Source: an optimization exercise on an open RTL-to-GDS flow (aim: small area, a short achievable clock period and few clock cycles). Production flows keep margins and buffers that such runs may drop. Function was checked by simulation only, so behaviour that the tests miss may differ from the original. Power and IR drop assume default switching activity.

// prime_sieve_ctrl
module prime_sieve_ctrl #(
  parameter int N      = 1024,
  parameter int ADDR_W = 10,
  parameter int CNT_W  = 10
) (
  input  logic              Clock,
  input  logic              Reset_n,
  input  logic              Start,
  input  logic              En,
  output logic              Busy,
  output logic              Done,
  output logic              PrimeValid,
  output logic [ADDR_W-1:0] Prime,
  output logic [CNT_W-1:0]  PrimeCount
);
Size in the first run: about 230 cells after synthesis, about 21 flip-flops, about 1700 sq um of cells after synthesis.
clock: 6.5 ns
lec_check: 0
cap_margin: 20
core_margin: 2
core_utilization: 40
setup_slack_margin: 3.1
slew_margin: 20
standard.sh (not shown) runs the stock make flow with config.mk's settings and CLKGATE_MAP_FILE= SYNTH_SCRIPT=/design/flow/synth_recipe.tcl, a recipe that flattens the netlist after the stock synthesis.
==> flow/flow/run.sh <==
#!/bin/bash
# Own layout flow: the standard ORFS flow (standard.sh) with
#  - synthesis: the standard script, but without Yosys's full-adder extraction
#    and with ABC's default liberty mapping in place of ORFS's speed script;
#    registers, their names and cell types are those of the standard synthesis;
#  - every port still buffered, with sky130_fd_sc_hd__buf_1 as the port buffer;
#  - CTS without dummy loads.
# Each tool's full output goes to a log file in the work folder.
set -euo pipefail
W=$(pwd)
export MY_ABC_D=${MY_ABC_D:-3000}
bash standard.sh SYNTH_SCRIPT="$W/flow/synth.tcl" ADDER_MAP_FILE= synth > "$W/synth.log" 2>&1
bash standard.sh \
  "BUFFER_PORTS_ARGS=-buffer_cell sky130_fd_sc_hd__buf_1" \
  "CTS_ARGS=-sink_clustering_enable -repair_clock_nets -dont_use_dummy_load" \
  finish > "$W/layout.log" 2>&1
==> flow/flow/synth.tcl <==
# Standard synthesis (synth_recipe.tcl) with ABC's default liberty mapping in
# place of ORFS's speed script.
proc synth {args} { yosys synth -nofsm -noshare {*}$args }

proc abc {args} {
  set keep {}
  set skip 0
  foreach a $args {
    if {$skip} { set skip 0; continue }
    if {$a eq "-script" || $a eq "-D"} { set skip 1; continue }
    lappend keep $a
  }
  if {[info exists ::env(MY_ABC_SCRIPT)] && $::env(MY_ABC_SCRIPT) ne ""} {
    set keep [concat [list -script $::env(MY_ABC_SCRIPT)] $keep]
  }
  if {[info exists ::env(MY_ABC_D)] && $::env(MY_ABC_D) ne ""} {
    lappend keep -D $::env(MY_ABC_D)
  }
  puts "my abc: $keep"
  yosys abc {*}$keep
}
source $::env(SCRIPTS_DIR)/synth.tcl
# left out here: clear keep_hierarchy, flatten, clean up, hide names made inside functions, write 1_2_yosys.v
Testbench counts at the start, summed over its fixed seeds: cycles 2,080.
Rerun with:
SETUP_SLACK_MARGIN = 3.6   (was 3.1)
Via count rises by a few percent.
Cell area rises by a little under a tenth.
Synthesized area stays the same.
Global-route usage rises by 2.8 points.
Setup slack improved by 280 ps.
Count of clock-buffer cells in the layout stays the same.
Rerun with:
SETUP_SLACK_MARGIN = 3.4   (was 3.6)
Final area decreases by 3.8%; synthesized cell count is unchanged; wire length decreases by 2.6%; clock skew came out lower by 21 ps; die area stays the same; core utilization shrinks by 1.9 points; clock-buffer cell count is unchanged; cell count went down by 1.9%; global-route usage goes down by 0.72 points; sequential cell count stays the same; register-to-register slack loses 240 ps.

---

prime_sieve_ctrl, a different RTL version from the one above (not shown whole).
Size in the first run: ~220 cells after synthesis, about 27 I/O pins.
export LEC_CHECK = 0
export CAP_MARGIN = 20
export CORE_MARGIN = 2
export CORE_UTILIZATION = 40
export SETUP_SLACK_MARGIN = 3.6
export SLEW_MARGIN = 20
create_clock -name core_clock -period 6.5 [get_ports {Clock}]
==> flow/flow/run.sh <==
#!/bin/bash
# Own layout flow: the standard ORFS flow (standard.sh) with
#  - synthesis: the standard script, but without Yosys's full-adder extraction
#    and with ABC's default liberty mapping in place of ORFS's speed script;
#    registers, their names and cell types are those of the standard synthesis;
#  - every port still buffered, with sky130_fd_sc_hd__buf_1 as the port buffer;
#  - CTS without dummy loads.
# Each tool's full output goes to a log file in the work folder.
set -euo pipefail
W=$(pwd)
export MY_ABC_D=${MY_ABC_D:-3000}
export MY_ABC_SCRIPT="$W/flow/abc.script"
bash standard.sh SYNTH_SCRIPT="$W/flow/synth.tcl" ADDER_MAP_FILE= synth > "$W/synth.log" 2>&1
bash standard.sh \
  "BUFFER_PORTS_ARGS=-buffer_cell sky130_fd_sc_hd__buf_1" \
  "CTS_ARGS=-sink_clustering_enable -repair_clock_nets -dont_use_dummy_load" \
  finish > "$W/layout.log" 2>&1
==> flow/flow/abc.script <==
strash
dc2
dch -f
amap
Scripts as last shown in full above: flow/flow/synth.tcl
Testbench counts at the start, summed over its fixed seeds: cycles 2,080.
Change:
--- a/flow/flow/run.sh
+++ b/flow/flow/run.sh
@@ -11,3 +11,2 @@
 export MY_ABC_D=${MY_ABC_D:-3000}
-export MY_ABC_SCRIPT="$W/flow/abc.script"
 bash standard.sh SYNTH_SCRIPT="$W/flow/synth.tcl" ADDER_MAP_FILE= synth > "$W/synth.log" 2>&1
--- a/flow/config.mk
+++ b/flow/config.mk
@@ -10,3 +10,3 @@
 export CORE_UTILIZATION = 40
-export SETUP_SLACK_MARGIN = 3.6
+export SETUP_SLACK_MARGIN = 3.4
 export SLEW_MARGIN = 20
removed: flow/flow/abc.script
Cell count decreases by 5.5%.
Register-to-register slack gets worse by 0.16 ns.
Worst setup slack gets worse by 0.079 ns.
Wire length decreases by 8.3%.
Critical path depth is unchanged.
Sequential cell count stays the same.
Sequential share of layout area increases by 1.4 points.
Final area decreases by 4.9%.
Change:
--- a/flow/flow/run.sh
+++ b/flow/flow/run.sh
@@ -11,2 +11,3 @@
 export MY_ABC_D=${MY_ABC_D:-3000}
+export MY_ABC_SCRIPT="$W/flow/abc.script"
 bash standard.sh SYNTH_SCRIPT="$W/flow/synth.tcl" ADDER_MAP_FILE= synth > "$W/synth.log" 2>&1
==> flow/flow/abc.script (new file) <==
strash
&get -n
&fraig -x
&put
dc2
strash
&get -n
&dch -f
&nf -R 1000
&put
&get -n
&st
&dch -f
&nf -R 1000
&put
&get -n
&st
&dch -f
&nf -R 1000
&put
--- a/flow/config.mk
+++ b/flow/config.mk
@@ -10,3 +10,3 @@
 export CORE_UTILIZATION = 40
-export SETUP_SLACK_MARGIN = 3.4
+export SETUP_SLACK_MARGIN = 3.6
 export SLEW_MARGIN = 20
Outcome:
- The changed run ran to the end with no violations
- routed wire length falls by 4.3%
- sequential share of layout area falls by 0.32 points
- global-route usage falls by 0.32 points
- power falls by 2.0%
- worst setup slack gains 0.087 ns
Change:
--- a/flow/flow/run.sh
+++ b/flow/flow/run.sh
@@ -11,3 +11,2 @@
 export MY_ABC_D=${MY_ABC_D:-3000}
-export MY_ABC_SCRIPT="$W/flow/abc.script"
 bash standard.sh SYNTH_SCRIPT="$W/flow/synth.tcl" ADDER_MAP_FILE= synth > "$W/synth.log" 2>&1
--- a/flow/config.mk
+++ b/flow/config.mk
@@ -10,3 +10,3 @@
 export CORE_UTILIZATION = 40
-export SETUP_SLACK_MARGIN = 3.6
+export SETUP_SLACK_MARGIN = 3.8
 export SLEW_MARGIN = 20
removed: flow/flow/abc.script
Clock skew barely changes.
Final area rises by 5.0%.
Setup slack gets better by 0.029 ns.
Non-clock buffer count came out higher by 4.
Combinational power rose by 12%.
Global-route usage went down by 0.20 points.
Change:
--- a/flow/config.mk
+++ b/flow/config.mk
@@ -10,3 +10,3 @@
 export CORE_UTILIZATION = 40
-export SETUP_SLACK_MARGIN = 3.8
+export SETUP_SLACK_MARGIN = 3.6
 export SLEW_MARGIN = 20
Result: Register-to-register slack is worse by 0.13 ns. Clock-buffer cell count does not change. Die area is unchanged. Utilization shrinks by 1.3 points. Total power shrinks by about 3%. Clock skew hardly moves. Setup slack is better by 0.0040 ns.

## afterwards: timing with drivers on the ports
In the flow no input, the clock included, has a driving cell. The finished layouts below were timed again as built, in two steps. Step 1 (the two cells are an assumption about what drives the block):
set clk [get_ports {Clock}]
set_driving_cell -lib_cell sky130_fd_sc_hd__clkbuf_16 $clk
set_driving_cell -lib_cell sky130_fd_sc_hd__buf_2 [delete_from_list [all_inputs] $clk]
Step 2 moves the port delays by t, midway between the first and last clock arrival at a register: inputs arrive t later, outputs are due t later. That takes back most of the time a late clock gives input paths. Slacks: ideal ports / drivers / drivers and shift; pairs: ideal ports / drivers.
run	t (ns)	setup slack, ns	hold WS [ns]	worst slew at a driven data input, ns	cell pins on the clock port's net
the first run of note 1	0.287	3.234 / 3.207 / 3.280	0.475 / 0.475 / 0.475	0.03	1
the second run of note 1	0.282	3.512 / 3.488 / 3.521	0.481 / 0.481 / 0.481	0.04	1
the third run of note 1	0.280	3.460 / 3.434 / 3.452	0.477 / 0.477 / 0.477	0.03	1
the first run of note 2	0.284	3.558 / 3.508 / 3.458	0.489 / 0.489 / 0.489	0.05	1
the second run of note 2	0.279	3.478 / 3.455 / 3.455	0.535 / 0.535 / 0.535	0.03	1
the third run of note 2	0.279	3.566 / 3.518 / 3.441	0.470 / 0.470 / 0.470	0.06	1
the fourth run of note 2	0.283	3.595 / 3.557 / 3.557	0.522 / 0.522 / 0.522	0.05	1
the fifth run of note 2	0.280	3.599 / 3.560 / 3.478	0.555 / 0.555 / 0.555	0.05	1
After both steps every run listed still meets setup and hold. The setup slack of the third run of note 2, which loses most, moves by -0.048 ns with the drivers and by -0.125 ns with both steps.
